From an optimization exercise on the open Yosys and OpenROAD flow, aimed at small area; shortcuts taken in it are not production practice. RTL that was checked went through simulation tests only; none was proved equivalent to the original. Power and IR drop assume default switching activity.

==> module pooling_unit, before the edit <==
module pooling_unit #(
  parameter  int IL       = 4,
  parameter  int FL       = 16,
  parameter  int CHANNELS = 4,
  parameter  int MAX_LEN  = 16,
  localparam int LEN_W    = $clog2(MAX_LEN + 1),
  localparam int DW       = IL + FL
) (
  input  logic                   clk,
  input  logic                   rst,
  input  logic                   start,
  input  logic                   mode,
  input  logic [LEN_W-1:0]       len_cfg,
  input  logic [CHANNELS*DW-1:0] in_data,
  input  logic                   in_valid,
  output logic                   in_ready,
  output logic [CHANNELS*DW-1:0] out_data,
  output logic                   out_valid,
  input  logic                   out_ready,
  output logic                   busy
);
  localparam int AW = 24;
  localparam int CW = 11;          
  pooling_pkg::state_t state_q;
  logic          mode_q;           
  logic [4:0]    len_q;
  logic [4:0]    j_q;              
  logic [3:0]    k_q;              
  logic [AW-1:0] p_q [4];
  logic [3:0]    c1_q;             
  logic [4:0]    len_c, j_inc;
  logic          beat, first, last_beat, shift, clr, flush, lane_end;
  logic          s_sum_lo, s_sum_hi;
  logic [3:0]    s_u;
  logic          div_a, act_b, out_a, inc_b, tail;
  assign len_c = (len_cfg > 5'd16) ? 5'd16 : len_cfg;
  assign in_ready  = state_q[0] && !state_q[2];
  assign out_valid = state_q[2] && !state_q[0];
  assign busy      = |state_q;
  assign j_inc     = j_q + 5'd1;
  assign beat      = in_ready && in_valid;
  assign first     = (j_q == 5'd0);
  assign last_beat = beat && (j_inc == len_q);
  assign flush     = state_q[2] && state_q[0];
  assign shift     = state_q[1];
  assign clr       = !busy;
  assign lane_end  = (j_q == 5'd23);
  assign s_sum_lo  = beat && !mode_q;
  assign s_sum_hi  = s_sum_lo || flush;
  assign div_a = !mode_q && (k_q[0] == k_q[2]) && !k_q[3];
  assign act_b = k_q[3] || (k_q[0] && !k_q[2]) || (!k_q[0] && k_q[1] && k_q[2]);
  pool_divider u_div (
    .clk   (clk),
    .len   (len_q),
    .j     (j_q),
    .div_a (div_a),
    .tap_a (p_q[2][AW-1]),
    .out_a (out_a),
    .inc_b (inc_b)
  );
  assign tail = p_q[3][AW-1] ^ (act_b && ((mode_q || inc_b) ^ (j_q == 5'd4)));
  for (genvar g = 0; g < 4; g++) begin : g_lane
    localparam int IN_LANE = (g + 1) % 4;
    logic [DW-1:0]    x;           
    logic [DW-1:0]    u;           
    logic [DW:0]      cy;
    logic [AW-1:0]    sum;
    logic [AW-1:DW]   cu;
    logic [AW-1:0]    prev, d, y;
    logic             cl, ch, eq_h, take, ns_u, s_hold_lo, s_hold_hi, s_hold_up;
    assign x = in_data[IN_LANE*DW +: DW];
    assign u[CW-1:0] = x[CW-1:0];
    for (genvar b = CW; b < DW - 1; b++) begin : g_gate
      pool_and2 u_and (.a(x[b]), .b(!flush), .y(u[b]));
    end
    pool_nor2 u_nor19 (.a(x[DW-1]), .b(flush), .y(u[DW-1]));
    assign cy[0]  = 1'b0;
    assign cy[CW] = c1_q[g];
    for (genvar b = 0; b < DW; b++) begin : g_add
      if (b == 0) begin : g_ha0
        pool_ha u_ha (.a(p_q[g][b]), .b(u[b]), .s(sum[b]), .co(cy[b+1]));
      end else if (b == CW - 1) begin : g_fa_top
        pool_fa u_fa (.a(p_q[g][b]), .b(u[b]), .c(cy[b]), .s(sum[b]), .co(cl));
      end else begin : g_fa
        pool_fa u_fa (.a(p_q[g][b]), .b(u[b]), .c(cy[b]), .s(sum[b]), .co(cy[b+1]));
      end
    end
    assign ch = cy[DW];
    assign cu[DW] = ch;
    for (genvar b = DW; b < AW - 1; b++) begin : g_inc
      pool_ha u_ha (.a(p_q[g][b]), .b(cu[b]), .s(sum[b]), .co(cu[b+1]));
    end
    pool_xor2 u_x23 (.a(p_q[g][AW-1]), .b(cu[AW-1]), .y(sum[AW-1]));
    assign eq_h = &sum[DW-1:CW];
    assign take = first || ch || (eq_h && cl);
    assign s_u[g]    = beat && mode_q && take;
    assign ns_u      = !s_u[g];
    assign s_hold_lo = !clr && !shift && !s_sum_lo && !s_u[g];
    assign s_hold_hi = !clr && !shift && !s_sum_hi && !s_u[g];
    assign s_hold_up = !clr && !shift && !s_sum_hi;
    if (g == 0) begin : g_first
      assign prev = {p_q[g][AW-2:0], tail};
    end else if (g == 3) begin : g_head
      assign prev = {p_q[g][AW-2:0], out_a};
    end else begin : g_mid
      assign prev = {p_q[g][AW-2:0], p_q[g-1][AW-1]};
    end
    for (genvar b = 0; b < AW; b++) begin : g_mux
      if (b < CW) begin : g_lo
        pool_aoi222 u_aoi (.a1(s_hold_lo), .b1(p_q[g][b]), .a2(s_sum_lo), .b2(sum[b]),
                           .a3(shift), .b3(prev[b]), .y(y[b]));
      end else if (b < DW) begin : g_hi
        pool_aoi222 u_aoi (.a1(s_hold_hi), .b1(p_q[g][b]), .a2(s_sum_hi), .b2(sum[b]),
                           .a3(shift), .b3(prev[b]), .y(y[b]));
      end else begin : g_up
        pool_aoi222 u_aoi (.a1(s_hold_up), .b1(p_q[g][b]), .a2(s_sum_hi), .b2(sum[b]),
                           .a3(shift), .b3(prev[b]), .y(y[b]));
      end
      if (b < DW - 1) begin : g_o
        pool_oai21 u_oai (.a1(ns_u), .a2(x[b]), .b1(y[b]), .y(d[b]));
      end else if (b == DW - 1) begin : g_n
        logic t;
        pool_nand2 u_n0 (.a(s_u[g]), .b(x[b]), .y(t));
        pool_nand2 u_n1 (.a(y[b]), .b(t), .y(d[b]));
      end else begin : g_i
        pool_inv u_i (.a(y[b]), .y(d[b]));
      end
    end
    always_ff @(posedge clk) begin
      p_q[g] <= d;
      if (clr || flush) c1_q[g] <= 1'b0;
      else if (s_sum_lo) c1_q[g] <= cl;
    end
    assign out_data[g*DW +: DW] = p_q[g][DW-1:0];
  end
  always_ff @(posedge clk) begin
    if (rst) begin
      state_q <= pooling_pkg::IDLE;
    end else begin
      case (state_q)
        pooling_pkg::IDLE:  if (start) state_q <= (len_c == 5'd0) ? pooling_pkg::OUT : pooling_pkg::ACC;
        pooling_pkg::ACC:   if (last_beat) state_q <= pooling_pkg::FLUSH;
        pooling_pkg::FLUSH: state_q <= pooling_pkg::ROT;
        pooling_pkg::ROT:   if (lane_end && k_q[3]) state_q <= pooling_pkg::OUT;
        pooling_pkg::OUT:   if (out_ready) state_q <= pooling_pkg::IDLE;
        default:            state_q <= pooling_pkg::IDLE;
      endcase
    end
  end
  always_ff @(posedge clk) begin
    if (clr) begin
      mode_q <= mode;
      len_q  <= len_c;
      j_q    <= 5'd0;
    end else if (beat || shift) begin
      j_q <= (last_beat || lane_end) ? 5'd0 : j_inc;
    end
    if (flush) k_q <= 4'd0;
    else if (lane_end) k_q <= k_q + 4'd1;
  end
endmodule
clock: 6.0 ns
lec_check: 0
cap_margin: 20
core_margin: 2
core_utilization: 40
cts_buf_list: sky130_fd_sc_hd__clkbuf_8
cts_cluster_size: 40
slew_margin: 20
synth_hierarchical: 1
synth_minimum_keep_size: 0
standard.sh (not shown) runs the stock make flow with config.mk's settings and CLKGATE_MAP_FILE= SYNTH_SCRIPT=/design/flow/synth_recipe.tcl, a recipe that flattens the netlist after the stock synthesis.
==> flow/flow/run.sh <==
#!/bin/bash
# Layout flow: the standard ORFS flow (standard.sh, unchanged synthesis
# and steps), with settings of ORFS's own scripts:
#  * the port buffers that global placement inserts are the smallest buffer
#    cell, sky130_fd_sc_hd__buf_1, instead of the default pick (every input
#    and output port still gets its buffer);
#  * clock tree synthesis clusters the flip-flops under small clkbuf_4
#    sink buffers, with a clkbuf_8 root, and adds no dummy loads.
set -o pipefail
export BUFFER_PORTS_ARGS="-buffer_cell sky130_fd_sc_hd__buf_1"
export CTS_ARGS="-sink_clustering_enable -repair_clock_nets -root_buf sky130_fd_sc_hd__clkbuf_8 -buf_list {sky130_fd_sc_hd__clkbuf_4 sky130_fd_sc_hd__clkbuf_8} -sink_clustering_buffer sky130_fd_sc_hd__clkbuf_4 -sink_clustering_size 12 -dont_use_dummy_load"
bash standard.sh > standard.log 2>&1
==> next run, changes <==
--- a/flow/design.v
+++ b/flow/design.v
@@ -161,9 +161,9 @@
     logic [DW:0]      cy;
     logic [AW-1:0]    sum;
     logic [AW-1:DW]   cu;
     logic [AW-1:0]    prev, d, y;
-    logic             cl, ch, eq_h, take, ns_u, s_hold_lo, s_hold_hi, s_hold_up;
+    logic             cl, ch, eq_h, take, ns_u, s_hold_lo, s_hold_hi;
     assign x = in_data[IN_LANE*DW +: DW];
     assign u[CW-1:0] = x[CW-1:0];
     for (genvar b = CW; b < DW - 1; b++) begin : g_gate
       pool_and2 u_and (.a(x[b]), .b(!flush), .y(u[b]));
@@ -191,9 +191,8 @@
     assign s_u[g]    = beat && mode_q && take;
     assign ns_u      = !s_u[g];
     assign s_hold_lo = !clr && !shift && !s_sum_lo && !s_u[g];
     assign s_hold_hi = !clr && !shift && !s_sum_hi && !s_u[g];
-    assign s_hold_up = !clr && !shift && !s_sum_hi;
     if (g == 0) begin : g_first
       assign prev = {p_q[g][AW-2:0], tail};
     end else if (g == 3) begin : g_head
       assign prev = {p_q[g][AW-2:0], out_a};
@@ -203,13 +202,10 @@
     for (genvar b = 0; b < AW; b++) begin : g_mux
       if (b < CW) begin : g_lo
         pool_aoi222 u_aoi (.a1(s_hold_lo), .b1(p_q[g][b]), .a2(s_sum_lo), .b2(sum[b]),
                            .a3(shift), .b3(prev[b]), .y(y[b]));
-      end else if (b < DW) begin : g_hi
+      end else begin : g_hi
         pool_aoi222 u_aoi (.a1(s_hold_hi), .b1(p_q[g][b]), .a2(s_sum_hi), .b2(sum[b]),
-                           .a3(shift), .b3(prev[b]), .y(y[b]));
-      end else begin : g_up
-        pool_aoi222 u_aoi (.a1(s_hold_up), .b1(p_q[g][b]), .a2(s_sum_hi), .b2(sum[b]),
                            .a3(shift), .b3(prev[b]), .y(y[b]));
       end
       if (b < DW - 1) begin : g_o
         pool_oai21 u_oai (.a1(ns_u), .a2(x[b]), .b1(y[b]), .y(d[b]));
Effect: Cell area rises by 0.51%. Power is lower by 10%. Register-to-register slack barely changes. Wire length goes up by 2.2%. Setup slack improved by 0.0078 ns. Global-route usage rose by 0.65 points.
Function not checked in the second run of this note: the RTL went through the layout flow alone.

[afterwards: timing with drivers on the ports]
The results above use ideal ports. As a check the final layouts listed here were re-extracted and re-timed, cells and wires unchanged.
Step 1 (the two cells are an assumption about what drives the block):
set clk [get_ports {clk}]
set_driving_cell -lib_cell sky130_fd_sc_hd__clkbuf_16 $clk
set_driving_cell -lib_cell sky130_fd_sc_hd__buf_2 [delete_from_list [all_inputs] $clk]
Step 2 also shifts input and output timing later by t, the mid clock arrival at the registers, as if the neighbouring blocks saw the same clock.
a / b / c = ideal / step 1 / step 2; a / b = the first two.
run | shift t [ns] | setup slack, ns | worst hold slack (ns) | worst data-port slew with drivers (ns) | cell pins on the clock port's net
the first run | 0.472 | 0.197 / 0.206 / -0.266 | 0.509 / 0.509 / 0.509 | 0.06 | 1
the second run | 0.476 | 0.205 / 0.193 / -0.283 | 0.496 / 0.496 / 0.496 | 0.07 | 1
Met with ideal ports but missed after step 2: setup timing in the first run and the second run. The setup slack of the second run, which loses most, moves by -0.012 ns with the drivers and by -0.488 ns with both steps.
